This design comes from an exercise in tuning for small area, a short achievable clock period and few clock cycles on the open sky130 flow, not from production work.
The RTL was checked by simulation tests, not by an equivalence proof against the original design.

`flow/run.sh`:
```
#!/bin/bash
# synth_recipe.tcl (not shown) runs the flow's synth.tcl, then flattens the netlist and writes it again
# the make line also repeats each setting of config.mk as NAME=value (left out here)
make -C /OpenROAD-flow-scripts/flow DESIGN_CONFIG=/design/flow/config.mk WORK_HOME=/design/flow/orfs CLKGATE_MAP_FILE= SYNTH_SCRIPT=/design/flow/synth_recipe.tcl finish
```
`flow/config.mk`:
```
export PLATFORM = sky130hd
export DESIGN_NAME = rv_muldiv
export DESIGN_NICKNAME = rv_muldiv
export VERILOG_FILES = /design/flow/design.v
export SDC_FILE = /design/flow/constraint.sdc
export NUM_CORES = 4
export LEC_CHECK = 0
export ABC_AREA = 1
export CAP_MARGIN = 20
export CORE_MARGIN = 2
export CORE_UTILIZATION = 45
export SETUP_SLACK_MARGIN = 4.4
export SLEW_MARGIN = 20
```
`flow/constraint.sdc`:
```
create_clock -name core_clock -period 10.0 [get_ports {clk_i}]
set_input_delay 2.0000 -clock core_clock [delete_from_list [all_inputs] [get_ports {clk_i}]]
set_output_delay 2.0000 -clock core_clock [all_outputs]
set_load 0.01 [all_outputs]
```
`flow/design.v`:
```
package rv_defs;
  typedef enum logic [2:0] {
    MD_MUL    = 3'b000,
    MD_MULH   = 3'b001,
    MD_MULHSU = 3'b010,
    MD_MULHU  = 3'b011,
    MD_DIV    = 3'b100,
    MD_DIVU   = 3'b101,
    MD_REM    = 3'b110,
    MD_REMU   = 3'b111
  } md_fun_e;
  localparam int S_IDLE = 0;
  localparam int S_MUL  = 1;   
  localparam int S_MULC = 2;   
  localparam int S_DIV0 = 3;   
  localparam int S_DIV  = 4;   
  localparam int S_DONE = 5;
  localparam int NumStates = 6;
  function automatic logic fun_is_div(logic [2:0] f);
    fun_is_div = f[2];
  endfunction
  function automatic logic fun_div_signed(logic [2:0] f);
    fun_div_signed = !f[0];
  endfunction
endpackage
module rv_divider (
  input  logic [31:0] x_i,
  output logic [5:0]  lz_o
);
  logic [15:0] z1;  logic [15:0][0:0] c1;
  logic [7:0]  z2;  logic [7:0][1:0]  c2;
  logic [3:0]  z3;  logic [3:0][2:0]  c3;
  logic [1:0]  z4;  logic [1:0][3:0]  c4;
  logic        z5;  logic [4:0]       c5;
  always_comb begin
    for (int i = 0; i < 16; i++) begin
      z1[i] = ~x_i[2*i+1] & ~x_i[2*i];
      c1[i] = ~x_i[2*i+1];
    end
    for (int i = 0; i < 8; i++) begin
      z2[i] = z1[2*i+1] & z1[2*i];
      c2[i] = z1[2*i+1] ? {1'b1, c1[2*i]} : {1'b0, c1[2*i+1]};
    end
    for (int i = 0; i < 4; i++) begin
      z3[i] = z2[2*i+1] & z2[2*i];
      c3[i] = z2[2*i+1] ? {1'b1, c2[2*i]} : {1'b0, c2[2*i+1]};
    end
    for (int i = 0; i < 2; i++) begin
      z4[i] = z3[2*i+1] & z3[2*i];
      c4[i] = z3[2*i+1] ? {1'b1, c3[2*i]} : {1'b0, c3[2*i+1]};
    end
    z5 = z4[1] & z4[0];
    c5 = z4[1] ? {1'b1, c4[0]} : {1'b0, c4[1]};
    lz_o = z5 ? 6'd32 : {1'b0, c5};
  end
endmodule
module rv_muldiv #(
  parameter int g_width = 32
) (
  input  logic               clk_i,
  input  logic               rst_n_i,
  input  logic               x_stall_i,
  input  logic               x_kill_i,
  input  logic               d_valid_i,
  input  logic               d_is_muldiv_i,
  input  logic [2:0]         d_fun_i,
  input  logic [g_width-1:0] d_rs1_i,
  input  logic [g_width-1:0] d_rs2_i,
  output logic               x_stall_req_o,
  output logic [g_width-1:0] x_rd_o,
  output logic               x_done_o
);
  localparam int NS = rv_defs::NumStates;
  logic [NS-1:0] st_q, st_d;       
  logic [32:0]   a_q, a_d;         
  logic [31:0]   l_q, l_d;         
  logic [39:0]   h_q, h_d;         
  logic [11:0]   bsel_q, bsel_d;   
  logic [4:0]    cnt_q, cnt_d;
  logic [2:0]    osel_q, osel_d;   
  logic          neg_q, neg_d, corr_q, corr_d;
  logic          busy_q;           
  logic          load, start;
  assign load  = d_valid_i & d_is_muldiv_i & st_q[rv_defs::S_IDLE];
  assign start = load & rst_n_i & ~x_kill_i;
  function automatic logic [11:0] booth_dec(logic [8:0] x);
    logic [3:0] one, two, neg;
    for (int j = 0; j < 4; j++) begin
      one[j] = x[2*j] ^ x[2*j+1];
      two[j] = (x[2*j+2] & ~x[2*j+1] & ~x[2*j]) | (~x[2*j+2] & x[2*j+1] & x[2*j]);
      neg[j] = x[2*j+2];
    end
    booth_dec = {neg, two, one};
  endfunction
  localparam logic [11:0] BoothPlusOne = 12'b0000_0000_0001;
  logic [3:0]  b_one, b_two, b_neg;
  logic [33:0] pp [4];
  logic [39:0] msum;
  assign {b_neg, b_two, b_one} = bsel_q;
  always_comb begin
    for (int j = 0; j < 4; j++)
      pp[j] = (({34{b_one[j]}} & {a_q[32], a_q}) |
               ({34{b_two[j]}} & {a_q, 1'b0})) ^ {34{b_neg[j]}};
  end
  localparam logic [39:0] SignFix = 40'h55_8000_0000;
  logic [39:0] r0, r1, r2, r3, r4, r5;
  logic [39:0] s1, c1, s2, c2, s3, c3, s4, c4;
  function automatic logic [79:0] csa(logic [39:0] x, logic [39:0] y, logic [39:0] z);
    csa = {((x & y) | (x & z) | (y & z)) << 1, x ^ y ^ z};
  endfunction
  assign r0 = {8'd0, ~h_q[39], h_q[38:8]};
  assign r1 = {6'd0, ~pp[0][33], pp[0][32:0]};
  assign r2 = {4'd0, ~pp[1][33], pp[1][32:0], 2'b0};
  assign r3 = {2'd0, ~pp[2][33], pp[2][32:0], 4'b0};
  assign r4 = {~pp[3][33], pp[3][32:0], 6'b0};
  assign r5 = SignFix | {33'd0, b_neg[3], 1'b0, b_neg[2], 1'b0, b_neg[1], 1'b0, b_neg[0]};
  assign {c1, s1} = csa(r0, r1, r2);
  assign {c2, s2} = csa(r3, r4, r5);
  assign {c3, s3} = csa(s1, c1, s2);
  assign {c4, s4} = csa(s3, c3, c2);
  assign msum = s4 + c4;
  logic        sa, sb, bz;
  logic [5:0]  lz_a, lz_b;
  logic [4:0]  lz_b_c;
  logic [6:0]  dd;
  logic [31:0] abs_b;
  logic [33:0] diff;
  logic        ge;
  assign sa     = h_q[32];
  assign sb     = h_q[33];
  assign bz     = (l_q == '0);
  rv_divider u_lz_a (.x_i(h_q[31:0] ^ {32{sa}}), .lz_o(lz_a));
  rv_divider u_lz_b (.x_i(l_q ^ {32{sb}}), .lz_o(lz_b));
  assign lz_b_c = lz_b[5] ? 5'd31 : lz_b[4:0];
  assign dd     = {2'b00, lz_b_c} + {6'd0, sa} - {1'b0, lz_a};
  assign abs_b  = (l_q ^ {32{sb}}) + {31'd0, sb};
  assign diff = {2'b00, h_q[31:0]} - {1'b0, a_q};
  assign ge   = ~diff[33];
  logic [31:0] res, neg_out;
  assign res     = ({32{osel_q[2]}} & h_q[39:8]) |
                   ({32{osel_q[1]}} & h_q[31:0]) |
                   ({32{osel_q[0]}} & l_q);
  assign neg_out = (res ^ {32{neg_q}}) + {31'd0, neg_q};
  logic is_div, fsa, fsb;
  assign is_div = rv_defs::fun_is_div(d_fun_i);
  assign fsa    = rv_defs::fun_div_signed(d_fun_i) & d_rs1_i[31];
  assign fsb    = rv_defs::fun_div_signed(d_fun_i) & d_rs2_i[31];
  always_comb begin
    st_d    = st_q;
    a_d     = a_q;
    l_d     = l_q;
    h_d     = h_q;
    bsel_d  = bsel_q;
    cnt_d   = cnt_q;
    osel_d  = osel_q;
    neg_d   = neg_q;
    corr_d  = corr_q;
    case (1'b1)
      st_q[rv_defs::S_IDLE]: begin
        a_d    = {(d_fun_i[0] ^ d_fun_i[1]) & d_rs1_i[31], d_rs1_i};
        l_d    = d_rs2_i;
        bsel_d = booth_dec({d_rs2_i[7:0], 1'b0});
        cnt_d  = 5'd3;
        corr_d = d_fun_i[1] & d_rs2_i[31];
        if (is_div) begin
          h_d    = {5'd0, d_fun_i[1], fsb, fsa, d_rs1_i};
          osel_d = 3'b010;
          neg_d  = fsa;
        end else begin
          h_d    = '0;
          osel_d = (d_fun_i[1:0] != 2'b00) ? 3'b100 : 3'b001;
          neg_d  = 1'b0;
        end
        if (load) begin
          st_d = '0;
          st_d[is_div ? rv_defs::S_DIV0 : rv_defs::S_MUL] = 1'b1;
        end
      end
      st_q[rv_defs::S_MUL]: begin
        h_d    = msum;
        l_d    = {msum[7:0], l_q[31:8]};
        bsel_d = (cnt_q == 5'd0) ? BoothPlusOne : booth_dec(l_q[15:7]);
        cnt_d  = cnt_q - 5'd1;
        if (cnt_q == 5'd0) begin
          st_d = '0;
          st_d[corr_q ? rv_defs::S_MULC : rv_defs::S_DONE] = 1'b1;
        end
      end
      st_q[rv_defs::S_MULC]: begin
        h_d    = msum;
        osel_d = 3'b010;
        st_d   = '0;
        st_d[rv_defs::S_DONE] = 1'b1;
      end
      st_q[rv_defs::S_DIV0]: begin
        a_d    = {1'b0, abs_b} << dd[4:0];
        h_d    = {8'd0, neg_out};
        l_d    = bz ? '1 : '0;
        cnt_d  = dd[4:0];
        osel_d = h_q[34] ? 3'b010 : 3'b001;
        neg_d  = h_q[34] ? sa : (sa ^ sb) & ~bz;
        st_d   = '0;
        st_d[(bz | dd[6]) ? rv_defs::S_DONE : rv_defs::S_DIV] = 1'b1;
      end
      st_q[rv_defs::S_DIV]: begin
        a_d   = {1'b0, a_q[32:1]};
        h_d   = {8'd0, ge ? diff[31:0] : h_q[31:0]};
        l_d   = {l_q[30:0], ge};
        cnt_d = cnt_q - 5'd1;
        if (cnt_q == 5'd0) begin
          st_d = '0;
          st_d[rv_defs::S_DONE] = 1'b1;
        end
      end
      st_q[rv_defs::S_DONE]: begin
        if (!x_stall_i) begin
          st_d = '0;
          st_d[rv_defs::S_IDLE] = 1'b1;
        end
      end
      default: begin
        st_d = '0;
        st_d[rv_defs::S_IDLE] = 1'b1;
      end
    endcase
    if (x_kill_i) begin
      st_d = '0;
      st_d[rv_defs::S_IDLE] = 1'b1;
    end
  end
  assign x_stall_req_o = ~x_kill_i & (start | busy_q);
  assign x_done_o      = ~x_kill_i & st_q[rv_defs::S_DONE];
  always_ff @(posedge clk_i or negedge rst_n_i) begin
    if (!rst_n_i) begin
      st_q   <= NS'(1) << rv_defs::S_IDLE;
      busy_q <= 1'b0;
    end else begin
      st_q   <= st_d;
      busy_q <= ~(st_d[rv_defs::S_IDLE] | st_d[rv_defs::S_DONE]);
    end
  end
  always_ff @(posedge clk_i) begin
    a_q    <= a_d;
    l_q    <= l_d;
    h_q    <= h_d;
    bsel_q <= bsel_d;
    cnt_q  <= cnt_d;
    osel_q <= osel_d;
    neg_q  <= neg_d;
    corr_q <= corr_d;
  end
  assign x_rd_o = neg_out;
endmodule
```
==> results_dict.tcl, run 1 <==
set metrics [dict create \
    outcome "timing/DRC/antenna clean" \
    ios 107 \
    place_inst 4163 \
    ys_ff_latch 134 \
    critical_path.cell_chain "clkdlybuf4s50_1, nor2_1, clkdlybuf4s50_1" \
    max_stage_delay_ns 0.61 \
    layout.nets 3855 \
    synth_top_family_by_area "simple AND/OR/NAND/NOR gates" \
    drv_slew 0 \
    synth_compound_area_frac 0.169 \
    synth.avg_cell_area_um2 6.59 \
    fin_tns_setup_ns 0 \
    drc 0 \
    cap_violations 0 \
    drtIter0Drc 3193 \
    synth_cell_types 66 \
    max_freq_mhz 181 \
    fin_skew_ns 0.00999 \
    overflow 0 \
    dp.final_hpwl_mm 85.5 \
    vias 25900 \
    h-tree-depth 4 \
    routabilityCongestion 1.06 \
    synth-simple-area-share 0.299 \
    grtUsageTotal 0.406 \
    yosysMostFrequentCell "nand2_1" \
    synthFlopType "edfxtp_1" \
    dp_slack_ns 2.86 \
    dieArea_um2 52900 \
    antenna_found_initial 2 \
    period_share 0.551 \
    yosys.area_share.xor_xnor 0.0910 \
    critical_path_class "in -> out" \
    clk_pin_slew_worst_paths_ns 0.06 \
    critPathSlowestCell "clkdlybuf4s50_1" \
    finalSetupViolCount 0 \
    synth_top_cell_by_area "edfxtp_1" \
    synth.top_cells.by_count "902 x nand2_1, 455 x inv_1, 317 x nand3_1" \
    core.rowCount 82 \
    finalHoldViolCount 0 \
    yosys_warnings 3 \
    worstPathMaxFanout 7 \
    hold_class "reg -> reg" \
    core_um2 50300 \
    initial_core_util 0.457 \
    grt_pass1_wl_mm 159 \
    clock_path_buffers 2 \
    synth_edf_count 122 \
    cp_common_cell "clkdlybuf4s50_1" \
    layout-drive-gt1-share 0.0670 \
    place.port_buffers 106 \
    die_y_um 230 \
    setup_slack_ns 4.49 \
    async_flop_share 0.0522 \
    avgRoutedWirePerCell_um 25.7 \
    cts_root_buf "clkbuf_16" \
    endpoint_kind "primary output" \
    die_width_um 230 \
    antenna_cells 0 \
    cts.sinks 134 \
    dr.pass1.iters 6 \
    clock_latency_ns 0.48 \
    syn-num-nets 3787 \
    arrival_ns 3.51 \
    max_slew_margin 0.371 \
    hold_slack_ns 0.491 \
    synthCells 3485 \
    synth_mux_area_frac 0 \
    grt_pass1_vias 25100 \
    routed_via_density 6.12 \
    seq_area_frac_synth 0.172 \
    postCtsHoldBufs 0 \
    cts_tree "built" \
    syn_area_um2 23000 \
    synth_top_area_share 0.159 \
    synthAdderAreaFrac 0.156 \
    cts_buffers 17 \
    synth.area.top_cells "edfxtp_1 16%, nand2_1 15%, fa_1 8.4%" \
    grt_start_max_net_pins 55 \
    ant_nets 0 \
    critical_path_required_ns 8.00 \
    area_growth_pct 11.7 \
    wl_mm 109 \
    worst_slew_pin_slew_ns 0.933 \
    rsz0062_at_grt "no" \
    layout.cells.non_filler 4238 \
    finalCriticalPeriod_ns 5.51 \
    cp-start-kind "input port" \
]
[per-layer routing]
| metal | vias to the layer above | GRT usage | share of wire |
|---|---|---|---|
| met3 | 402 | 0.0770 | 0.089 |
| met4 | 4 | 0.289 | 0.084 |
| met5 | - | 0 | 0.00018 |
| met2 | 1556 | 0.648 | 0.45 |
| met1 | 12300 | 0.492 | 0.38 |
| li1 | 11700 | - | - |
[flip-flops by register name (all words and copies together), names as in the netlist]
register  count
bsel_q       12
cnt_q         5
osel_q        3
busy_q        1
neg_q         1
st_q          6
h_q          40
corr_q        1
l_q          32
a_q          33
[worst paths after layout]
check                               from  cells after the start  slack, ns  endpoint
worst max-delay path            x_kill_i                      3       4.49  x_done_o
worst min-delay path            cnt_q[4]                      2       0.49  cnt_q[4]
worst max register to register   a_q[10]                     18       4.50   h_q[21]
worst min register to register  cnt_q[4]                      2       0.49  cnt_q[4]
max in group asynchronous        rst_n_i                      1       8.09   st_q[0]
min in group asynchronous        rst_n_i                      1       1.57   st_q[1]
[metrics by stage]
step                      instance area (um2)   util
final                                   25700  0.510
after global routing                    25700  0.510
after CTS                               25300  0.503
after detailed placement                24500  0.487
after global placement                  24500  0.487
after floorplan                         23000      -
[critical path, delay by kind of cell]
kind / cells / cell delay [ns]
buf+inv: 2 / 1.19
simple gates: 1 / 0.32
[cells by family (layout without fill, tap and decap cells)]
group / after synthesis / count (layout)
buf+inv: 640 / 721
fa+ha+maj: 229 / 229
simple gates: 1613 / 1613
flops: 134 / 134
xor+xnor: 222 / 222
compound gates: 647 / 647
[timing repair]
action	CTS	global route
buffers inserted	17	23
endpoints found under the setup margin	61	62
pin swaps	0	2
cloned	1	2
gates resized for setup	13	42
[layout by cell type, fill, tap and decap left out, types with 7 or more instances in the layout]
master	count
nand3_1	317
clkinv_1	16
nand3b_1	9
buf_4	58
fa_1	96
xor2_1	177
nand2_2	9
a22oi_1	14
nand3_2	8
o21bai_1	9
a21oi_1	177
buf_12	7
o21ai_0	147
o21ai_1	15
clkinvlp_4	15
xnor2_1	23
xor2_2	20
edfxtp_1	122
clkdlybuf4s50_1	104
or2_2	14
inv_2	23
nor2_2	13
o2111ai_1	7
o221ai_1	36
inv_1	452
o211ai_1	31
o22ai_1	140
a31oi_1	19
buf_6	8
nor4_1	9
a21o_1	14
nor3_1	13
nor2_1	266
clkbuf_16	18
nand2_1	900
nand4_1	32
ha_1	132
[final cells by class]
type / count / area [um2]
clock buffer: 17 / 425
clock inverter: 15 / 176
fill: 5141 / 24600
inverter: 504 / 1950
multi-input combinational: 2711 / 16500
sequential: 134 / 3940
tap: 672 / 841
timing repair buffer: 183 / 1800
timing repair inverter: 2 / 15.0
Testbench counts, summed over its fixed seeds: cycles 21,290.
==> run 2: changes to the inputs <==
==> flow/flow/run.sh (new file) <==
#!/bin/bash
set -euo pipefail
export BUFFER_PORTS_ARGS="-buffer_cell sky130_fd_sc_hd__buf_2"
bash standard.sh finish > standard_run.log 2>&1
==> flow/standard.sh (new file) <==
#!/bin/bash
# synth_recipe.tcl (not shown) runs the flow's synth.tcl, then flattens the netlist and writes it again
# the make line also repeats each setting of config.mk as NAME=value (left out here)
make -C /OpenROAD-flow-scripts/flow DESIGN_CONFIG=/design/flow/config.mk WORK_HOME=/design/flow/orfs CLKGATE_MAP_FILE= SYNTH_SCRIPT=/design/flow/synth_recipe.tcl "${@:-finish}"
removed: flow/run.sh
==> results_dict.tcl, run 2 <==
set metrics [dict create \
    overflow 0 \
    grtUsageTotal 0.405 \
    synth_cell_types 66 \
    vias 25900 \
    dieArea_um2 52900 \
    die_width_um 230 \
    cp_top_family "adder cells" \
    synth_top_area_share 0.159 \
    cp-start-kind "register" \
    fin_tns_setup_ns 0 \
    layout-drive-gt1-share 0.0935 \
    critical_path.cell_chain "clkinvlp_4, o22ai_1, xor2_1, fa_1, inv_1, fa_1, fa_1, inv_1, ha_1, a21oi_1, o21ai_0, nand2_1, nand2_1, nor2_1, nand2_1, or2_2, nand3_1, o21ai_0, o21bai_1" \
    endpoint_kind "register" \
    cts_root_buf "clkbuf_16" \
    synth_top_cell_by_area "edfxtp_1" \
    drv_slew 0 \
    regMostFlops "h_q" \
    finalCriticalPeriod_ns 5.53 \
    routed_via_density 6.13 \
    cts_tree "built" \
    ant_nets 0 \
    dr.pass1.iters 8 \
    clock_latency_ns 0.49 \
    crit_cells 19 \
    ys_ff_latch 134 \
    final_cell_mix "900 x nand2_1, 451 x inv_1, 317 x nand3_1" \
    nFillCells 5250 \
    worst_slew_pin_slew_ns 1.08 \
    cts.sinks 134 \
    drtIter0Drc 3172 \
    hold_class "reg -> reg" \
    rsz0062_at_grt "yes" \
    arrival_ns 5.76 \
    avgRoutedWirePerCell_um 25.7 \
    final_common_cell "nand2_1" \
    core_um2 50300 \
    outcome "timing/DRC/antenna clean" \
    drc 0 \
    initial_core_util 0.457 \
    routabilityCongestion 1.05 \
    critPathBufInv 3 \
    syn-num-nets 3787 \
    grt_pass1_wl_mm 158 \
    seq_area_frac_synth 0.172 \
    fin_skew_ns 0.0127 \
    die_y_um 230 \
    cts_buffers 17 \
    max_stage_delay_ns 0.56 \
    hold_path_depth 2 \
    antenna_found_initial 3 \
    synth.top_cells.by_count "902 x nand2_1, 455 x inv_1, 317 x nand3_1" \
    clk_pin_slew_worst_paths_ns 0.07 \
    h-tree-depth 4 \
    dp.final_hpwl_mm 86.3 \
    layout.nets 3841 \
    wl_mm 109 \
    critical_path_required_ns 10.23 \
    finalSetupViolCount 0 \
    area_growth_pct 8.62 \
    synthCells 3485 \
    ios 107 \
    postCtsHoldBufs 0 \
    cap_violations 0 \
    yosysMostFrequentCell "nand2_1" \
    place.port_buffers 106 \
    synth_edf_count 122 \
    synthFlopType "edfxtp_1" \
    max_freq_mhz 181 \
    syn_area_um2 23000 \
    synth.avg_cell_area_um2 6.59 \
    core.rowCount 82 \
    clock_path_buffers 2 \
    max_slew_margin 0.275 \
    finalHoldViolCount 0 \
    critPathSlowestCell "fa_1" \
    synth.area.top_cells "edfxtp_1 16%, nand2_1 15%, fa_1 8.4%" \
    period_share 0.553 \
    worstPathMaxFanout 9 \
    grt_start_max_net_pins 48 \
    reg.largest.list "h_q: 40 flops, a_q: 33 flops, l_q: 32 flops" \
    async_flop_share 0.0522 \
    yosys_warnings 3 \
    critical_path_class "reg -> reg" \
    grt_pass1_vias 24900 \
    r2r_cells 19 \
    largest_register_ffs 40 \
]
-- run 2: cell count changes in the layout (fill, tap and decap cells not counted), moves of 3 or more --
cell             delta
clkinv_4            -3
buf_12              -7
clkdlybuf4s50_1   -104
o21ai_0             -3
buf_2             +107
inv_6               +3
bufinv_16           -3
clkinv_8            +6
buf_4              -11
-- run 2: kinds of logic after synthesis --
family                   after synthesis  share of synthesized area
flip-flops                           134                      0.172
AND/OR/NAND/NOR                     1613                      0.299
XOR/XNOR                             222                     0.0910
adder cells (fa/ha/maj)              229                      0.156
AO/OA/AOI/OAI                        647                      0.169
buffers and inverters                640                      0.113
-- run 2: worst paths after layout --
| path | start | to | slack (ns) |
|---|---|---|---|
| worst max-delay path | a_q[13] | h_q[21] | 4.47 |
| worst min-delay path | cnt_q[4] | cnt_q[4] | 0.51 |
| worst max register to register | a_q[13] | h_q[21] | 4.47 |
| worst min register to register | cnt_q[4] | cnt_q[4] | 0.51 |
| max in group asynchronous | rst_n_i | st_q[0] | 8.37 |
| min in group asynchronous | rst_n_i | busy_q | 1.37 |
-- run 2: worst register-to-register path: cells and delay by family, from the launching register on --
family	cells	cell delay [ns]
xor+xnor	1	0.14
buf+inv	3	0.47
fa+ha+maj	4	1.93
compound gates	5	1.48
simple gates	6	0.85
flops	1	0.40
-- run 2: metrics by stage --
stage                     utilization  hold WS [ns]  setup WS, ns  std cells  instance area, um2
after floorplan                     -         0.459          5.33       3485               23000
after global placement          0.476         0.473          3.44       4163               23900
after detailed placement        0.477         0.489          3.84       4165               24000
after CTS                       0.491         0.499          4.42       4207               24700
after global routing            0.496         0.565          4.35       4224               24900
final                           0.496         0.508          4.47       4225               24900
-- run 2: area by class of cell --
type                            instances  area [um2]  area share
Multi-Input combinational cell       2711       16500       0.661
Sequential cell                       134        3940       0.158
Inverter                              504        1950      0.0781
Timing Repair Buffer                  169        1090      0.0437
Tap cell                              672         841      0.0337
Clock buffer                           17         425      0.0171
Clock inverter                         15         181     0.00727
Timing Repair inverter                  2        15.0    0.000602
Antenna cell                            1        2.50    0.000100
-- run 2: routing by layer --
layer  wire, um  global-route usage
met1      40700               0.490
met4       9580               0.304
met2      48200               0.644
met5         37                   0
met3      10100              0.0708
-- run 2: what timing repair did --
| action | 4_1_cts | 5_1_grt |
|---|---|---|
| pin swaps | 0 | 1 |
| hold endpoints to repair | 0 | 0 |
| buffers inserted | 8 | 17 |
| resized for setup | 16 | 37 |
| cloned | 2 | 0 |
| endpoints found under the setup margin | 38 | 65 |
==> run 3: changes to the inputs <==
--- a/flow/design.v
+++ b/flow/design.v
@@ -118,7 +118,23 @@
   assign {c2, s2} = csa(r3, r4, r5);
   assign {c3, s3} = csa(s1, c1, s2);
   assign {c4, s4} = csa(s3, c3, c2);
-  assign msum = s4 + c4;
+  function automatic logic [39:0] ks_add(logic [39:0] x, logic [39:0] y);
+    logic [39:0] g, p, gn, pn;
+    g = x & y;
+    p = x ^ y;
+    for (int d = 1; d < 40; d = d * 2) begin
+      gn = g;
+      pn = p;
+      for (int i = d; i < 40; i++) begin
+        gn[i] = g[i] | (p[i] & g[i-d]);
+        pn[i] = p[i] & p[i-d];
+      end
+      g = gn;
+      p = pn;
+    end
+    ks_add = (x ^ y) ^ {g[38:0], 1'b0};
+  endfunction
+  assign msum = ks_add(s4, c4);
   logic        sa, sb, bz;
   logic [5:0]  lz_a, lz_b;
   logic [4:0]  lz_b_c;
==> results_dict.tcl, run 3 <==
set metrics [dict create \
    r2r_cells 27 \
    grt_start_max_net_pins 57 \
    overflow 0 \
    synth.avg_cell_area_um2 6.63 \
    dieArea_um2 51500 \
    synth_top_cell_by_area "edfxtp_1" \
    layout-drive-gt1-share 0.0957 \
    r2r_slack_ns 4.59 \
    wl_mm 109 \
    drc 0 \
    period_share 0.542 \
    clk_pin_slew_worst_paths_ns 0.08 \
    max_slew_margin 0.292 \
    final_cell_area_um2 24600 \
    syn_area_um2 22400 \
    setup.worst_path.start "osel_q[0]" \
    place.port_buffers 106 \
    initial_core_util 0.456 \
    routabilityCongestion 1.03 \
    critical_path_class "reg -> out" \
    synth.top_cells.by_count "911 x nand2_1, 341 x inv_1, 330 x nand3_1" \
    drtIter0Drc 3313 \
    h-tree-depth 4 \
    finalSetupViolCount 0 \
    synthCells 3375 \
    dp.final_hpwl_mm 85.8 \
    fin_tns_setup_ns 0 \
    finalCriticalPeriod_ns 5.42 \
    grt_pass1_wl_mm 157 \
    regMostFlops "h_q" \
    endpoint_kind "primary output" \
    reg.largest.list "h_q: 40 flops, a_q: 33 flops, l_q: 32 flops" \
    synth_edf_count 122 \
    worstPathMaxFanout 17 \
    regToRegEndpoint "a_q[25]" \
    ys_ff_latch 134 \
    ant_nets 0 \
    crit_end "x_rd_o[20]" \
    synth.area.top_cells "edfxtp_1 16%, nand2_1 15%, fa_1 8.6%" \
    layout.nets 3739 \
    max_freq_mhz 185 \
    outcome "timing/DRC/antenna clean" \
    cp-start-kind "register" \
    grtUsageTotal 0.422 \
    cts_buffers 17 \
    dr.pass1.iters 8 \
    core_um2 49100 \
    fin_skew_ns 0.0209 \
    largest_register_ffs 40 \
    final_common_cell "nand2_1" \
    drv_slew 0 \
    synthFlopType "edfxtp_1" \
    grt_pass1_vias 24700 \
    finalHoldViolCount 0 \
    hold_class "reg -> reg" \
    avgRoutedWirePerCell_um 26.4 \
    min-delay-start "cnt_q[2]" \
    antenna_found_initial 4 \
    cts_tree "built" \
    cts_root_buf "clkbuf_16" \
    die_y_um 227 \
    yosysMostFrequentCell "nand2_1" \
    syn-num-nets 3677 \
    async_flop_share 0.0522 \
    seq_area_frac_synth 0.176 \
    ios 107 \
    routed_via_density 6.23 \
    arrival_ns 3.42 \
    placedInstanceArea_um2 23400 \
    clock_latency_ns 0.49 \
    cap_violations 0 \
    final_cell_mix "910 x nand2_1, 335 x inv_1, 329 x nand3_1" \
    vias 25600 \
    synth_cell_types 63 \
    rsz0062_at_grt "no" \
    area_growth_pct 9.84 \
    worst_slew_pin_slew_ns 1.06 \
    core.rowCount 81 \
    yosys_warnings 3 \
    critical_path_required_ns 8.00 \
    synth_top_area_share 0.164 \
    clock_path_buffers 2 \
    reg2reg_from "h_q[29]" \
    cts.sinks 134 \
    die_width_um 227 \
]
run 3: cell types whose count changed after synthesis, moves of 8 or more:
cell      previous run  this run
nand3_1            317       330
o21ai_0            154       162
o22ai_1            140       130
clkbuf_1            75        90
nor2_1             268       276
inv_1              455       341
nand2_1            902       911
run 3: through the flow:
step           hold WS [ns]   util  worst slack [ns]  std cells
5_1_grt               0.543  0.501              4.39       4114
6_report              0.502  0.501              4.58       4117
3_3_place_gp          0.485  0.477              3.51       4040
4_1_cts               0.496  0.492              4.40       4083
2_1_floorplan         0.464      -              5.29       3375
3_5_place_dp          0.484  0.477              3.36       4040
run 3: worst min path at each step:
stage                          end  slack, ns  depth (start not counted)
final                     cnt_q[2]       0.50                          2
after global routing      cnt_q[2]       0.54                          2
after CTS                 cnt_q[2]       0.50                          2
after detailed placement  cnt_q[2]       0.48                          2
after global placement    cnt_q[4]       0.48                          2
after floorplan           cnt_q[4]       0.46                          2
run 3: cell type report:
class | count | area (um2)
Clock buffer | 18 | 450
Clock inverter | 14 | 176
Fill cell | 5173 | 24500
Timing Repair Buffer | 178 | 1180
Timing Repair inverter | 2 | 15.0
Tap cell | 664 | 831
Sequential cell | 134 | 3940
Multi-Input combinational cell | 2724 | 16500
Inverter | 380 | 1490
Antenna cell | 3 | 7.51
run 3: cells by family (layout without fill, tap and decap cells):
group                      Yosys count  after routing  synth area share
and+or+nand+nor                   1625           1625             0.307
buffers and inverters              517            592            0.0929
adders and majority gates          229            229             0.160
xor gates and xnor gates           218            218            0.0890
other                                0              3                 0
AOI/OAI and AO/OA                  652            652             0.175
DFF                                134            134             0.176
run 3: repair_timing:
| item | CTS | global route |
|---|---|---|
| endpoints found under the setup margin | 44 | 70 |
| cloned | 2 | 0 |
| setup buffers | 9 | 29 |
| pin swaps | 0 | 1 |
| hold buffers | 0 | 0 |
| gates resized for setup | 20 | 41 |
run 3: routing by layer:
metal / wire length, um / vias up / track usage / part of all wire
met4: 10500 / 0 / 0.351 / 0.097
met5: 0 / - / 0 / 0
met3: 11600 / 438 / 0.103 / 0.11
met2: 48100 / 1698 / 0.664 / 0.44
li1: - / 11500 / - / -
met1: 38500 / 12000 / 0.488 / 0.35
run 3: critical path: stages (launching register included):
cell and delay (ns):
edfxtp_1 0.69, buf_6 0.29, a21oi_1 0.22, ha_1 0.22, ha_1 0.19, nand3_1 0.15, nor2_2 0.17, nand2_2 0.09
nor2_4 0.15, nand2_1 0.12, nor2_2 0.13, nand2_1 0.08, xor2_1 0.23, buf_2 0.19
Testbench counts of run 3, summed over its fixed seeds: cycles 21,290.
==> run 4: changes to the inputs <==
--- a/flow/config.mk
+++ b/flow/config.mk
@@ -9,5 +9,5 @@
 export CAP_MARGIN = 20
 export CORE_MARGIN = 2
 export CORE_UTILIZATION = 45
-export SETUP_SLACK_MARGIN = 4.4
+export SETUP_SLACK_MARGIN = 4.8
 export SLEW_MARGIN = 20
==> results_dict.tcl, run 4 <==
set metrics [dict create \
    outcome "timing/DRC/antenna clean" \
    ys_ff_latch 134 \
    cap_violations 0 \
    async_flop_share 0.0522 \
    synth.area.top_cells "edfxtp_1 16%, nand2_1 15%, fa_1 8.6%" \
    grt_start_max_net_pins 57 \
    dieArea_um2 51500 \
    synth_edf_count 122 \
    finalHoldViolCount 0 \
    avgRoutedWirePerCell_um 26.8 \
    finalCriticalPeriod_ns 5.13 \
    endpoint_kind "primary output" \
    clock_path_buffers 2 \
    grt_pass1_vias 24900 \
    critical_path_class "reg -> out" \
    vias 25800 \
    syn-num-nets 3677 \
    core.rowCount 81 \
    place_inst 4040 \
    drc 0 \
    rsz0062_at_grt "yes" \
    worstPathMaxFanout 6 \
    routed-wl-met3_mm 11.0 \
    overflow 0 \
    cp-start-kind "register" \
    final_common_cell "nand2_1" \
    antenna_found_initial 5 \
    initial_core_util 0.456 \
    syn_area_um2 22400 \
    regArea_um2 3940 \
    final_cell_mix "907 x nand2_1, 331 x inv_1, 327 x nand3_1" \
    place.port_buffers 106 \
    die_width_um 227 \
    core_um2 49100 \
    reg.largest.list "h_q: 40 flops, a_q: 33 flops, l_q: 32 flops" \
    drtIter0Drc 3213 \
    max_slew_margin 0.268 \
    yosys_warnings 3 \
    area_growth_pct 12.8 \
    grtUsageTotal 0.425 \
    dr.pass1.iters 9 \
    synth_top_area_share 0.164 \
    critical_path_required_ns 8.00 \
    layout.nets 3753 \
    wl_met1_mm 39.8 \
    h-tree-depth 4 \
    largest_register_ffs 40 \
    routed_via_density 6.26 \
    multi_input_area_um2 16900 \
    fin_tns_setup_ns 0 \
    grt_pass1_wl_mm 158 \
    synthCells 3375 \
    clock_latency_ns 0.49 \
    synthFlopType "edfxtp_1" \
    clk_pin_slew_worst_paths_ns 0.08 \
    cts.sinks 134 \
    finalSetupViolCount 0 \
    drv_slew 0 \
    hold_slack_ns 0.509 \
    synth.avg_cell_area_um2 6.63 \
    yosysMostFrequentCell "nand2_1" \
    seq_area_frac_synth 0.176 \
    cts_root_buf "clkbuf_16" \
    routabilityCongestion 1.03 \
    cts_buffers 17 \
    hold_class "reg -> reg" \
    nFillCells 5092 \
    final_core_util 0.514 \
    synth.top_cells.by_count "911 x nand2_1, 341 x inv_1, 330 x nand3_1" \
    ios 107 \
    synth_top_cell_by_area "edfxtp_1" \
    period_share 0.513 \
    dp.final_hpwl_mm 85.8 \
    cts_tree "built" \
    worst_slew_pin_slew_ns 1.10 \
    max_freq_mhz 195 \
    synth_cell_types 63 \
    die_y_um 227 \
    wl_met2_mm 48.8 \
    arrival_ns 3.13 \
    fin_skew_ns 0.0231 \
    regMostFlops "h_q" \
    wl_mm 111 \
    layout-drive-gt1-share 0.117 \
    ant_nets 0 \
    highest_layer "met5" \
    layout.cells.non_filler 4129 \
]
run 4: path summary, 6_finish.rpt:
path                            cells after the start  slack (ns)      from          to
worst max-delay path                                9        4.87   h_q[12]  x_rd_o[17]
worst min-delay path                                2        0.51  cnt_q[4]    cnt_q[4]
worst max register to register                     24        4.93   h_q[27]     a_q[20]
worst min register to register                      2        0.51  cnt_q[4]    cnt_q[4]
max in group asynchronous                           1        8.41   rst_n_i     st_q[0]
min in group asynchronous                           1        1.35   rst_n_i      busy_q
run 4: through the flow:
step / worst slack [ns] / area [um2]
after floorplan: 5.29 / 22400
after global placement: 3.51 / 23400
after detailed placement: 3.36 / 23400
after CTS: 4.81 / 24500
after global routing: 4.75 / 25200
final: 4.87 / 25200
run 4: layout make-up:
type | count | share of cell area
Antenna cell | 1 | 0.0000992
Clock buffer | 18 | 0.0178
Clock inverter | 14 | 0.00699
Inverter | 380 | 0.0598
Multi-Input combinational cell | 2725 | 0.669
Sequential cell | 134 | 0.156
Tap cell | 664 | 0.0329
Timing Repair Buffer | 191 | 0.0565
Timing Repair inverter | 2 | 0.000595
run 4: critical path, cell delays in order, from the launching register on:
cell,delay [ns]
edfxtp_1,0.71
nand2_1,0.10
nand3_1,0.14
xor2_1,0.36
nand2_1,0.12
nor2_2,0.16
nand2_2,0.12
nor3_1,0.31
xor2_1,0.41
buf_2,0.22
run 4: cell families after synthesis:
group	after synthesis	synth area share
xor+xnor	218	0.0890
fa+ha+maj	229	0.160
flops	134	0.176
buf+inv	517	0.0929
simple gates	1625	0.307
compound gates	652	0.175
run 4: timing repair:
action,in CTS,in global routing
hold buffers,0,0
hold endpoints to repair,0,0
setup endpoints to repair,78,64
cloned,2,4
pin swaps,0,25
gates resized for setup,55,114
buffers inserted,31,17
run 4: layer usage:
layer / global-route usage / vias up
met3: 0.0973 / 477
met2: 0.669 / 1636
li1: - / 11500
met5: 0 / -
met4: 0.353 / 2
met1: 0.496 / 12200
==> run 5: changes to the inputs <==
--- a/flow/config.mk
+++ b/flow/config.mk
@@ -9,5 +9,5 @@
 export CAP_MARGIN = 20
 export CORE_MARGIN = 2
 export CORE_UTILIZATION = 45
-export SETUP_SLACK_MARGIN = 4.8
+export SETUP_SLACK_MARGIN = 5.0
 export SLEW_MARGIN = 20
==> results_dict.tcl, run 5 <==
set metrics [dict create \
    wl_mm 113 \
    grt_pass1_vias 25100 \
    cts_root_buf "clkbuf_16" \
    cp_common_cell "buf_4" \
    regToRegEndpoint "h_q[24]" \
    critPathSlowestCell "edfxtp_1" \
    critical_path_required_ns 10.23 \
    synthFlopType "edfxtp_1" \
    worstPathMaxFanout 6 \
    seq_area_frac_synth 0.176 \
    place_inst 4040 \
    grt_pass1_wl_mm 160 \
    critical_path_class "reg -> reg" \
    die_width_um 227 \
    hold_path_depth 2 \
    max_freq_mhz 199 \
    layout.cells.non_filler 4199 \
    layout.nets 3821 \
    reg.largest.list "h_q: 40 flops, a_q: 33 flops, l_q: 32 flops" \
    drv_slew 0 \
    largest_register_ffs 40 \
    hold_end "cnt_q[2]" \
    area_growth_pct 17.6 \
    postCtsHoldBufs 0 \
    layout-drive-gt1-share 0.156 \
    async_flop_share 0.0522 \
    routabilityCongestion 1.03 \
    max_stage_delay_ns 0.60 \
    core.rowCount 81 \
    antenna_found_initial 4 \
    core_um2 49100 \
    grtUsageTotal 0.430 \
    ant_nets 0 \
    period_share 0.504 \
    fin_tns_setup_ns 0 \
    syn-num-nets 3677 \
    cp-start-kind "register" \
    ios 107 \
    finalCriticalPeriod_ns 5.04 \
    max_slew_margin 0.235 \
    hold_class "reg -> reg" \
    dieArea_um2 51500 \
    cts_tree "built" \
    synth.top_cells.by_count "911 x nand2_1, 341 x inv_1, 330 x nand3_1" \
    rsz0062_at_grt "yes" \
    cap_violations 0 \
    ys_ff_latch 134 \
    outcome "timing/DRC/antenna clean" \
    synth_cell_types 63 \
    avgRoutedWirePerCell_um 26.9 \
    final_core_util 0.537 \
    clk_pin_slew_worst_paths_ns 0.08 \
    cts.sinks 134 \
    synth.area.top_cells "edfxtp_1 16%, nand2_1 15%, fa_1 8.6%" \
    fin_skew_ns 0.0209 \
    routed_via_density 6.27 \
    place.port_buffers 106 \
    drc 0 \
    regMostFlops "h_q" \
    final_cell_mix "882 x nand2_1, 329 x inv_1, 323 x nand3_1" \
    synth_top_cell_by_area "edfxtp_1" \
    dp.final_hpwl_mm 85.8 \
    synth_edf_count 122 \
    grt_start_max_net_pins 57 \
    clock_latency_ns 0.48 \
    syn_area_um2 22400 \
    endpoint_kind "register" \
    final_common_cell "nand2_1" \
    reg2reg_from "h_q[9]" \
    initial_core_util 0.456 \
    synthCells 3375 \
    min-delay-start "cnt_q[2]" \
    finalHoldViolCount 0 \
    yosysMostFrequentCell "nand2_1" \
    die_y_um 227 \
    synth.avg_cell_area_um2 6.63 \
    arrival_ns 5.27 \
    synth_top_area_share 0.164 \
    yosys_warnings 3 \
    finalSetupViolCount 0 \
    worst_slew_pin_slew_ns 1.14 \
    drtIter0Drc 3424 \
    dr.pass1.iters 9 \
    clock_path_buffers 2 \
    r2r_cells 34 \
    r2r_slack_ns 4.96 \
    h-tree-depth 4 \
    vias 26300 \
    cts_buffers 17 \
    overflow 0 \
]
run 5: cell counts after synthesis:
Identical to the previous run, type by type.
run 5: worst max-delay path: cells and delay by family, from the launching register on:
kind | cells | cell delay (ns)
flip-flops | 1 | 0.60
adder cells (fa/ha/maj) | 1 | 0.19
buffers and inverters | 19 | 2.34
AO/OA/AOI/OAI | 2 | 0.19
XOR/XNOR | 1 | 0.24
AND/OR/NAND/NOR | 11 | 1.22
run 5: layer usage:
metal,GRT usage,share of wire,up-vias
met5,0,0,-
met4,0.358,0.10,0
met3,0.102,0.11,499
met2,0.674,0.44,1809
met1,0.499,0.35,12400
li1,-,-,11700
run 5: cells by family (layout without fill, tap and decap cells):
kind of cell    count (synthesis)  count (layout)  synth area share
compound gates                652             652             0.175
simple gates                 1625            1626             0.307
flops                         134             134             0.176
fa+ha+maj                     229             229             0.160
buf+inv                       517             673            0.0929
other cells                     0               3                 0
xor+xnor                      218             218            0.0890
run 5: metrics by stage:
stage | setup WS [ns] | hold WS (ns) | instance area [um2]
after floorplan | 5.29 | 0.464 | 22400
after global placement | 3.51 | 0.485 | 23400
after detailed placement | 3.36 | 0.484 | 23400
after CTS | 4.97 | 0.496 | 25000
after global routing | 4.78 | 0.543 | 26300
final | 4.96 | 0.502 | 26300
run 5: how the worst max path moves through the flow:
stage          startpoint  slack [ns]         end
2_1_floorplan   bsel_q[8]        5.29     h_q[27]
3_3_place_gp      h_q[32]        3.51     a_q[28]
3_5_place_dp      h_q[32]        3.36     a_q[28]
4_1_cts         osel_q[0]        4.97  x_rd_o[31]
5_1_grt         bsel_q[0]        4.78     h_q[34]
6_report           h_q[9]        4.96     h_q[24]
run 5: timing repair:
item | 4_1_cts | 5_1_grt
pin swaps | 17 | 51
setup endpoints to repair | 93 | 73
setup buffers | 69 | 44
resized for setup | 105 | 188
gates cloned | 2 | 7
run 5: cell type report:
type | instances | area (um2)
Fill cell | 4966 | 22700
Multi-Input combinational cell | 2725 | 17300
Sequential cell | 134 | 3940
Timing Repair Buffer | 258 | 2020
Inverter | 380 | 1550
Tap cell | 664 | 831
Clock buffer | 18 | 450
Clock inverter | 14 | 176
Timing Repair inverter | 3 | 22.5
Antenna cell | 3 | 7.51
==> run 6: changes to the inputs <==
--- a/flow/config.mk
+++ b/flow/config.mk
@@ -9,5 +9,6 @@
 export CAP_MARGIN = 20
 export CORE_MARGIN = 2
 export CORE_UTILIZATION = 45
-export SETUP_SLACK_MARGIN = 5.0
+export CTS_BUF_LIST = sky130_fd_sc_hd__clkbuf_4 sky130_fd_sc_hd__clkbuf_8
+export SETUP_SLACK_MARGIN = 4.8
 export SLEW_MARGIN = 20
==> results_dict.tcl, run 6 <==
set metrics [dict create \
    cap_violations 0 \
    overflow 0 \
    synth_top_cell_by_area "edfxtp_1" \
    drv_slew 0 \
    grt_pass1_vias 24800 \
    r2r_slack_ns 4.88 \
    synth.top_cells.by_count "911 x nand2_1, 341 x inv_1, 330 x nand3_1" \
    reg.largest.list "h_q: 40 flops, a_q: 33 flops, l_q: 32 flops" \
    drtIter0Drc 3177 \
    final_cell_mix "903 x nand2_1, 330 x inv_1, 325 x nand3_1" \
    vias 25900 \
    routed_via_density 6.26 \
    synth.avg_cell_area_um2 6.63 \
    cts_tree "built" \
    worst_slew_pin_slew_ns 1.05 \
    cts_buffers 17 \
    critPathBufInv 1 \
    r2r_cells 24 \
    worstPathMaxFanout 6 \
    cts.sinks 134 \
    regMostFlops "h_q" \
    synth_edf_count 122 \
    wl_mm 111 \
    final_core_util 0.515 \
    ant_nets 0 \
    clk_pin_slew_worst_paths_ns 0.11 \
    ios 107 \
    endpoint_kind "primary output" \
    finalSetupViolCount 0 \
    period_share 0.517 \
    clock_path_buffers 2 \
    arrival_ns 3.17 \
    async_flop_share 0.0522 \
    critical_path_required_ns 8.00 \
    postCtsHoldBufs 0 \
    hold_slack_ns 0.506 \
    hold_path_depth 2 \
    nFillCells 5081 \
    die_y_um 227 \
    dp.final_hpwl_mm 85.8 \
    regToRegEndpoint "a_q[20]" \
    crit_cells 9 \
    hold_class "reg -> reg" \
    yosys_warnings 3 \
    placedInstanceArea_um2 23400 \
    drc 0 \
    avgRoutedWirePerCell_um 26.8 \
    layout.nets 3763 \
    layout.cells.non_filler 4140 \
    max_slew_margin 0.300 \
    critPathSlowestCell "edfxtp_1" \
    synth_top_area_share 0.164 \
    antenna_found_initial 4 \
    fin_tns_setup_ns 0 \
    place_inst 4040 \
    final_common_cell "nand2_1" \
    synth.area.top_cells "edfxtp_1 16%, nand2_1 15%, fa_1 8.6%" \
    core.rowCount 81 \
    critical_path_class "reg -> out" \
    finalHoldViolCount 0 \
    grt_pass1_wl_mm 158 \
    dieArea_um2 51500 \
    place.port_buffers 106 \
    synthCells 3375 \
    hold_end "cnt_q[2]" \
    fin_skew_ns 0.0305 \
    die_width_um 227 \
    area_growth_pct 12.8 \
    outcome "timing/DRC/antenna clean" \
    syn_area_um2 22400 \
    finalCriticalPeriod_ns 5.17 \
    critical_path.cell_chain "nand2_1, nand3_1, xor2_1, nand2_1, nor2_2, nand2_2, nor3_1, xor2_1, buf_2" \
    cp-start-kind "register" \
    synthFlopType "edfxtp_1" \
    final_cell_area_um2 25200 \
    largest_register_ffs 40 \
    synth_cell_types 63 \
    syn-num-nets 3677 \
    grtUsageTotal 0.426 \
    rsz0062_at_grt "yes" \
    min-delay-start "cnt_q[2]" \
    core_um2 49100 \
    layout-drive-gt1-share 0.122 \
    initial_core_util 0.456 \
    clock_latency_ns 0.56 \
    cts_root_buf "clkbuf_8" \
    cp_top_family "simple AND/OR/NAND/NOR gates" \
    max_stage_delay_ns 0.66 \
    ys_ff_latch 134 \
    routabilityCongestion 1.03 \
    grt_start_max_net_pins 57 \
    h-tree-depth 4 \
    seq_area_frac_synth 0.176 \
    yosysMostFrequentCell "nand2_1" \
    max_freq_mhz 193 \
    reg2reg_from "h_q[27]" \
    dr.pass1.iters 6 \
]
## run 6: worst min-delay path: cells and delay by family, from the launching register on
kind / cells / cell delay [ns]
flip-flops: 1 / 0.34
AO/OA/AOI/OAI: 2 / 0.13
## run 6: cell families after synthesis
family | count (synthesis) | synth area share
xor+xnor | 218 | 0.0890
buf+inv | 517 | 0.0929
fa+ha+maj | 229 | 0.160
compound gates | 652 | 0.175
simple gates | 1625 | 0.307
flops | 134 | 0.176
## run 6: worst max path at each step
stage,startpoint,to
2_1_floorplan,bsel_q[8],h_q[27]
3_3_place_gp,h_q[32],a_q[28]
3_5_place_dp,h_q[32],a_q[28]
4_1_cts,neg_q,x_rd_o[31]
5_1_grt,h_q[33],a_q[17]
6_report,h_q[11],x_rd_o[17]
## run 6: area by class of cell
class	instances	area (um2)	share of cell area
multi-input combinational	2725	16900	0.671
sequential	134	3940	0.156
timing repair buffer	200	1540	0.0609
inverter	380	1520	0.0601
tap	664	831	0.0329
clock buffer	17	234	0.00927
clock inverter	15	206	0.00818
timing repair inverter	3	22.5	0.000892
antenna	2	5.00	0.000198
## run 6: stage by stage
stage	worst slack, ns
floorplan	5.29
global placement	3.51
detailed placement	3.36
CTS	4.81
global route	4.73
finish	4.83
## run 6: metal layers
layer | vias to the layer above | GRT usage | routed length, um
met4 | 2 | 0.347 | 10900
met5 | - | 0 | 16
met2 | 1714 | 0.669 | 49200
li1 | 11600 | - | -
met1 | 12200 | 0.495 | 39400
met3 | 467 | 0.104 | 11600
## run 6: repair_timing
action / CTS / global route
buffers inserted: 31 / 25
setup endpoints to repair: 80 / 70
cloned: 2 / 6
pin swaps: 0 / 33
gates resized for setup: 56 / 133
==> run 7: changes to the inputs <==
--- a/flow/design.v
+++ b/flow/design.v
@@ -135,20 +135,20 @@
     ks_add = (x ^ y) ^ {g[38:0], 1'b0};
   endfunction
   assign msum = ks_add(s4, c4);
-  logic        sa, sb, bz;
+  logic        sa, sb, bz, fsa, fsb;
   logic [5:0]  lz_a, lz_b;
-  logic [4:0]  lz_b_c;
   logic [6:0]  dd;
   logic [31:0] abs_b;
   logic [33:0] diff;
   logic        ge;
+  assign fsa    = rv_defs::fun_div_signed(d_fun_i) & d_rs1_i[31];
+  assign fsb    = rv_defs::fun_div_signed(d_fun_i) & d_rs2_i[31];
+  rv_divider u_lz_a (.x_i(d_rs1_i ^ {32{fsa}}), .lz_o(lz_a));
+  rv_divider u_lz_b (.x_i(d_rs2_i ^ {32{fsb}}), .lz_o(lz_b));
   assign sa     = h_q[32];
   assign sb     = h_q[33];
   assign bz     = (l_q == '0);
-  rv_divider u_lz_a (.x_i(h_q[31:0] ^ {32{sa}}), .lz_o(lz_a));
-  rv_divider u_lz_b (.x_i(l_q ^ {32{sb}}), .lz_o(lz_b));
-  assign lz_b_c = lz_b[5] ? 5'd31 : lz_b[4:0];
-  assign dd     = {2'b00, lz_b_c} + {6'd0, sa} - {1'b0, lz_a};
+  assign dd     = {2'b00, cnt_q} - {1'b0, a_q[5:0]};
   assign abs_b  = (l_q ^ {32{sb}}) + {31'd0, sb};
   assign diff = {2'b00, h_q[31:0]} - {1'b0, a_q};
   assign ge   = ~diff[33];
@@ -157,10 +157,8 @@
                    ({32{osel_q[1]}} & h_q[31:0]) |
                    ({32{osel_q[0]}} & l_q);
   assign neg_out = (res ^ {32{neg_q}}) + {31'd0, neg_q};
-  logic is_div, fsa, fsb;
+  logic is_div;
   assign is_div = rv_defs::fun_is_div(d_fun_i);
-  assign fsa    = rv_defs::fun_div_signed(d_fun_i) & d_rs1_i[31];
-  assign fsb    = rv_defs::fun_div_signed(d_fun_i) & d_rs2_i[31];
   always_comb begin
     st_d    = st_q;
     a_d     = a_q;
@@ -176,13 +174,15 @@
         a_d    = {(d_fun_i[0] ^ d_fun_i[1]) & d_rs1_i[31], d_rs1_i};
         l_d    = d_rs2_i;
         bsel_d = booth_dec({d_rs2_i[7:0], 1'b0});
-        cnt_d  = 5'd3;
         corr_d = d_fun_i[1] & d_rs2_i[31];
         if (is_div) begin
+          a_d[5:0] = lz_a - {5'd0, fsa};   
           h_d    = {5'd0, d_fun_i[1], fsb, fsa, d_rs1_i};
+          cnt_d  = lz_b[5] ? 5'd31 : lz_b[4:0];
           osel_d = 3'b010;
           neg_d  = fsa;
         end else begin
+          cnt_d  = 5'd3;
           h_d    = '0;
           osel_d = (d_fun_i[1:0] != 2'b00) ? 3'b100 : 3'b001;
           neg_d  = 1'b0;
--- a/flow/config.mk
+++ b/flow/config.mk
@@ -9,6 +9,5 @@
 export CAP_MARGIN = 20
 export CORE_MARGIN = 2
 export CORE_UTILIZATION = 45
-export CTS_BUF_LIST = sky130_fd_sc_hd__clkbuf_4 sky130_fd_sc_hd__clkbuf_8
 export SETUP_SLACK_MARGIN = 4.8
 export SLEW_MARGIN = 20
==> results_dict.tcl, run 7 <==
set metrics [dict create \
    die_width_um 229 \
    seq_area_frac_synth 0.175 \
    outcome "timing/DRC/antenna clean" \
    regToRegEndpoint "h_q[14]" \
    synth.avg_cell_area_um2 6.66 \
    endpoint_kind "register" \
    routabilityCongestion 1.02 \
    routed_via_density 6.14 \
    dr.pass1.iters 8 \
    h-tree-depth 4 \
    yosysMostFrequentCell "nand2_1" \
    layout.nets 3801 \
    syn-num-nets 3723 \
    finalCriticalPeriod_ns 5.18 \
    finalSetupViolCount 0 \
    async_flop_share 0.0522 \
    core_um2 50100 \
    synthAdderAreaFrac 0.155 \
    arrival_ns 5.35 \
    synth_cell_types 68 \
    overflow 0 \
    max_stage_delay_ns 0.56 \
    wl_mm 110 \
    antenna_found_initial 5 \
    yosys_warnings 3 \
    area_growth_pct 10.9 \
    hold_end "a_q[28]" \
    core.rowCount 82 \
    worst_slew_pin_slew_ns 1.06 \
    initial_core_util 0.455 \
    cp-start-kind "register" \
    grtUsageTotal 0.412 \
    vias 25700 \
    hold_class "reg -> reg" \
    clock_latency_ns 0.49 \
    cap_violations 0 \
    critPathSlowestCell "o21ai_0" \
    synth_top_cell_by_area "edfxtp_1" \
    period_share 0.518 \
    synth_compound_area_frac 0.173 \
    reg2reg_from "bsel_q[9]" \
    grt_start_max_net_pins 57 \
    worstPathMaxFanout 32 \
    cts_tree "built" \
    synthCells 3425 \
    grt_pass1_vias 24300 \
    clk_pin_slew_worst_paths_ns 0.07 \
    synth-simple-area-share 0.312 \
    finalHoldViolCount 0 \
    placedInstanceArea_um2 23700 \
    final_cell_area_um2 25300 \
    critical_path.cell_chain "buf_8, inv_1, xor2_1, fa_1, inv_1, fa_1, fa_1, ha_1, a21oi_1, nand2_1, a21oi_1, o21ai_2, o21ai_0, o221ai_1" \
    max_freq_mhz 193 \
    synth_mux_area_frac 0.000439 \
    reg.largest.list "h_q: 40 flops, a_q: 33 flops, l_q: 32 flops" \
    rsz0062_at_grt "yes" \
    ios 107 \
    synth_top_area_share 0.167 \
    min-delay-start "a_q[29]" \
    hold_path_depth 2 \
    synth_edf_count 127 \
    cts_root_buf "clkbuf_16" \
    cp_common_cell "fa_1" \
    synth.area.top_cells "edfxtp_1 17%, nand2_1 15%, fa_1 8.4%" \
    r2r_cells 14 \
    regMostFlops "h_q" \
    ant_nets 0 \
    largest_register_ffs 40 \
    cts_buffers 17 \
    cts.sinks 134 \
    r2r_slack_ns 4.82 \
    die_y_um 229 \
    dp.final_hpwl_mm 86.4 \
    critical_path_required_ns 10.17 \
    synth.top_cells.by_count "915 x nand2_1, 354 x nand3_1, 328 x inv_1" \
    drc 0 \
    avgRoutedWirePerCell_um 26.3 \
    grt_pass1_wl_mm 159 \
    drtIter0Drc 3058 \
    final_cell_mix "915 x nand2_1, 353 x nand3_1, 316 x inv_1" \
    place.port_buffers 106 \
    fin_tns_setup_ns 0 \
    layout-drive-gt1-share 0.113 \
    critical_path_class "reg -> reg" \
    dieArea_um2 52500 \
    clock_path_buffers 2 \
    ys_ff_latch 134 \
    syn_area_um2 22800 \
    synthFlopType "edfxtp_1" \
    synth_top_family_by_area "simple AND/OR/NAND/NOR gates" \
    final_common_cell "nand2_1" \
    max_slew_margin 0.295 \
    fin_skew_ns 0.0196 \
    drv_slew 0 \
    yosys.area_share.xor_xnor 0.0931 \
]
run 7: cell families (layout without fill, tap and decap cells):
group | Yosys count | count (layout)
simple gates | 1666 | 1666
compound gates | 661 | 661
buf+inv | 514 | 605
fa+ha+maj | 225 | 225
xor+xnor | 224 | 224
flops | 134 | 134
mux | 1 | 1
other cells | 0 | 1
run 7: timing repair:
| action | in CTS | in global routing |
|---|---|---|
| cloned | 8 | 2 |
| resized for setup | 34 | 72 |
| hold buffers | 0 | 0 |
| pin swaps | 0 | 4 |
| setup endpoints to repair | 55 | 51 |
| hold endpoints to repair | 0 | 0 |
| setup buffers | 23 | 34 |
run 7: worst max-delay path by stage:
stage | slack (ns) | cells after the start | start | end
after floorplan | 5.35 | 19 | bsel_q[8] | h_q[23]
after detailed placement | 3.44 | 17 | bsel_q[0] | h_q[23]
after global routing | 4.73 | 21 | bsel_q[0] | h_q[24]
after global placement | 3.44 | 17 | bsel_q[0] | h_q[23]
final | 4.82 | 14 | bsel_q[9] | h_q[14]
after CTS | 4.81 | 18 | bsel_q[1] | h_q[26]
run 7: cell type report:
class	count	area (um2)
flip-flops and latches	134	3990
clock buffers	19	443
multi-input cells	2777	17000
well taps	672	841
diodes	1	2.50
inverters	372	1460
fillers	5201	24800
clock inverters	13	113
repair inverters	10	72.6
repair buffers	191	1330
run 7: critical path: cells and delay by family, from the launching register on:
kind | cells | cell delay [ns]
XOR/XNOR | 1 | 0.24
AND/OR/NAND/NOR | 1 | 0.29
adder cells (fa/ha/maj) | 4 | 1.80
AO/OA/AOI/OAI | 5 | 1.48
flip-flops | 1 | 0.37
buffers and inverters | 3 | 0.66
run 7: layer usage:
| metal | routed length, um | GRT usage | part of all wire | vias to the layer above |
|---|---|---|---|---|
| met5 | 64 | 0 | 0.00058 | - |
| met4 | 9000 | 0.284 | 0.082 | 10 |
| met3 | 11600 | 0.106 | 0.11 | 355 |
| met2 | 46700 | 0.620 | 0.42 | 1525 |
| met1 | 42800 | 0.518 | 0.39 | 12200 |
| li1 | - | - | - | 11700 |
run 7: stage by stage:
stage               setup WS (ns)   util  instances  hold WS, ns
finish                       4.82  0.505       4189        0.612
global route                 4.73  0.505       4188        0.650
CTS                          4.81  0.492       4151        0.610
detailed placement           3.44  0.474       4088        0.584
global placement             3.44  0.474       4088        0.576
floorplan                    5.35      -       3425        0.527
Testbench counts of run 7, summed over its fixed seeds: cycles 21,290.
==> run 8: changes to the inputs <==
--- a/flow/config.mk
+++ b/flow/config.mk
@@ -9,5 +9,5 @@
 export CAP_MARGIN = 20
 export CORE_MARGIN = 2
 export CORE_UTILIZATION = 45
-export SETUP_SLACK_MARGIN = 4.8
+export SETUP_SLACK_MARGIN = 5.0
 export SLEW_MARGIN = 20
==> results_dict.tcl, run 8 <==
set metrics [dict create \
    outcome "timing/DRC/antenna clean" \
    hold_slack_ns 0.616 \
    die_y_um 229 \
    layout.nets 3871 \
    regToRegEndpoint "h_q[20]" \
    cts.sinks 134 \
    ys_ff_latch 134 \
    critPathSlowestCell "edfxtp_1" \
    synthFlopType "edfxtp_1" \
    hold_end "a_q[28]" \
    dieArea_um2 52500 \
    hold_path_depth 2 \
    ios 107 \
    avgRoutedWirePerCell_um 26.2 \
    min-delay-start "a_q[29]" \
    r2r_cells 20 \
    synth_top_area_share 0.167 \
    largest_register_ffs 40 \
    cp-start-kind "register" \
    synth_top_cell_by_area "edfxtp_1" \
    grt_pass1_vias 24400 \
    core_um2 50100 \
    overflow 0 \
    wl_mm 112 \
    yosys_warnings 3 \
    fin_skew_ns 0.0164 \
    drtIter0Drc 3216 \
    place.port_buffers 106 \
    clock_path_buffers 2 \
    routabilityCongestion 1.02 \
    antenna_found_initial 5 \
    rsz0062_at_grt "yes" \
    layout-drive-gt1-share 0.163 \
    layout.cells.non_filler 4260 \
    drc 0 \
    synth_cell_types 68 \
    finalHoldViolCount 0 \
    critical_path.cell_chain "a22o_1, a21oi_2, ha_2, ha_4, nand2_4, nor2_4, nand3_4, nor2_4, nand2_4, nor2_2, xor2_1, buf_2" \
    cap_violations 0 \
    period_share 0.498 \
    place_inst 4088 \
    synth.area.top_cells "edfxtp_1 17%, nand2_1 15%, fa_1 8.4%" \
    final_core_util 0.532 \
    critical_path_class "reg -> out" \
    r2r_slack_ns 5.05 \
    final_cell_mix "894 x nand2_1, 351 x nand3_1, 315 x inv_1" \
    drv_slew 0 \
    core.rowCount 82 \
    max_slew_margin 0.280 \
    worst_slew_pin_slew_ns 1.08 \
    grt_pass1_wl_mm 161 \
    reg2reg_from "bsel_q[0]" \
    cts_tree "built" \
    fin_tns_setup_ns 0 \
    arrival_ns 2.98 \
    synth.avg_cell_area_um2 6.66 \
    syn-num-nets 3723 \
    grtUsageTotal 0.416 \
    hold_class "reg -> reg" \
    yosysMostFrequentCell "nand2_1" \
    finalSetupViolCount 0 \
    final_common_cell "nand2_1" \
    synth.top_cells.by_count "915 x nand2_1, 354 x nand3_1, 328 x inv_1" \
    finalCriticalPeriod_ns 4.98 \
    synthCells 3425 \
    critical_path_required_ns 8.00 \
    synth_edf_count 127 \
    grt_start_max_net_pins 57 \
    syn_area_um2 22800 \
    clock_latency_ns 0.49 \
    async_flop_share 0.0522 \
    cts_buffers 17 \
    worstPathMaxFanout 6 \
    vias 26200 \
    dp.final_hpwl_mm 86.4 \
    h-tree-depth 4 \
    area_growth_pct 16.9 \
    endpoint_kind "primary output" \
    max_freq_mhz 201 \
    regMostFlops "h_q" \
    reg.largest.list "h_q: 40 flops, a_q: 33 flops, l_q: 32 flops" \
    die_width_um 229 \
    clk_pin_slew_worst_paths_ns 0.07 \
    cts_root_buf "clkbuf_16" \
    max_stage_delay_ns 0.49 \
    ant_nets 0 \
    routed_via_density 6.15 \
    seq_area_frac_synth 0.175 \
    initial_core_util 0.455 \
    dr.pass1.iters 8 \
]
-- run 8: cell types whose count changed in the layout (fill, tap and decap cells not counted), moves of 17 or more --
cell / before / now
ha_1: 123 / 100
a21oi_2: 9 / 26
nand2_1: 915 / 894
nand2_2: 7 / 27
buf_4: 69 / 125
a21oi_1: 161 / 143
-- run 8: critical path, delay by kind of cell, from the launching register on --
kind / cells / cell delay (ns)
XOR/XNOR: 1 / 0.30
AND/OR/NAND/NOR: 6 / 0.73
flip-flops: 1 / 0.49
AO/OA/AOI/OAI: 2 / 0.40
buffers and inverters: 1 / 0.20
adder cells (fa/ha/maj): 2 / 0.38
-- run 8: cells by family after synthesis --
| group | count (synthesis) | synth area share |
|---|---|---|
| xor gates and xnor gates | 224 | 0.0932 |
| DFF | 134 | 0.175 |
| muxes | 1 | 0.000439 |
| and+or+nand+nor | 1666 | 0.312 |
| buffers and inverters | 514 | 0.0919 |
| adders and majority gates | 225 | 0.155 |
| AOI/OAI and AO/OA | 661 | 0.173 |
-- run 8: worst max-delay path by stage --
stage / endpoint / slack [ns] / startpoint / depth (start not counted)
after floorplan: h_q[23] / 5.35 / bsel_q[8] / 19
after global placement: h_q[23] / 3.44 / bsel_q[0] / 17
after detailed placement: h_q[23] / 3.44 / bsel_q[0] / 17
after CTS: h_q[23] / 4.92 / bsel_q[7] / 19
after global routing: x_rd_o[30] / 4.89 / osel_q[1] / 13
final: x_rd_o[20] / 5.02 / osel_q[1] / 12
-- run 8: what timing repair did --
| item | CTS | global route |
|---|---|---|
| hold buffers | 0 | 0 |
| pin swaps | 1 | 66 |
| cloned | 9 | 2 |
| setup buffers | 38 | 88 |
| setup endpoints to repair | 65 | 55 |
| resized for setup | 65 | 196 |
-- run 8: area by class of cell --
class                   instances  area, um2
flip-flops and latches        134       3990
repair inverters               10       72.6
diodes                          2       5.00
clock buffers                  19        443
well taps                     672        841
clock inverters                13        113
repair buffers                261       2010
inverters                     372       1480
fillers                      5058      23400
multi-input cells            2777      17700
-- run 8: per-layer routing --
layer / vias up / track usage / part of all wire / wire length [um]
met4: 10 / 0.290 / 0.090 / 10100
met1: 12300 / 0.525 / 0.38 / 42400
met5: - / 0 / 0.00068 / 76
met2: 1662 / 0.625 / 0.42 / 46900
met3: 407 / 0.100 / 0.11 / 12400
li1: 11800 / - / - / -
-- run 8: metrics by stage --
stage          area, um2  setup WS, ns
4_1_cts            24900          4.92
5_1_grt            26600          4.89
6_report           26600          5.02
3_5_place_dp       23700          3.44
2_1_floorplan      22800          5.35
3_3_place_gp       23700          3.44

[separate check: timing with driven ports]
No port has a modelled driver above. Below, the same layouts with a new extraction and two added sets of constraints.
Step 1 (the two cells are an assumption about what drives the block):
set clk [get_ports {clk_i}]
set_driving_cell -lib_cell sky130_fd_sc_hd__clkbuf_16 $clk
set_driving_cell -lib_cell sky130_fd_sc_hd__buf_2 [delete_from_list [all_inputs] $clk]
Step 2 adds t to the input delays and takes it off the output delays; t is the mean of the earliest and latest rising clock arrival at the registers after step 1. Input paths then give back, and output paths get back, about the clock's delay inside the block.
a / b / c = ideal ports / drivers / drivers and shift; a / b = the first two.
run | shift t [ns] | setup slack, ns | hold slack, ns | slew at the worst register clock pin (ns)
run 1 | 0.534 | 4.486 / 4.462 / 4.462 | 0.491 / 0.491 / 0.491 | 0.07 / 0.07
run 2 | 0.538 | 4.470 / 4.470 / 4.470 | 0.508 / 0.508 / 0.508 | 0.08 / 0.08
run 3 | 0.546 | 4.582 / 4.516 / 4.591 | 0.502 / 0.502 / 0.502 | 0.08 / 0.08
run 4 | 0.540 | 4.866 / 4.800 / 4.931 | 0.509 / 0.509 / 0.509 | 0.08 / 0.08
run 5 | 0.538 | 4.963 / 4.930 / 4.963 | 0.502 / 0.502 / 0.502 | 0.08 / 0.08
run 6 | 0.608 | 4.827 / 4.765 / 4.884 | 0.506 / 0.506 / 0.506 | 0.11 / 0.11
run 7 | 0.542 | 4.822 / 4.822 / 4.487 | 0.612 / 0.612 / 0.612 | 0.08 / 0.08
run 8 | 0.545 | 5.019 / 4.956 / 4.827 | 0.616 / 0.616 / 0.616 | 0.08 / 0.08
After both steps every run listed still meets setup and hold. For run 7, which loses most, drivers alone change the setup slack by 0.000 ns; drivers and shift together by -0.335 ns.
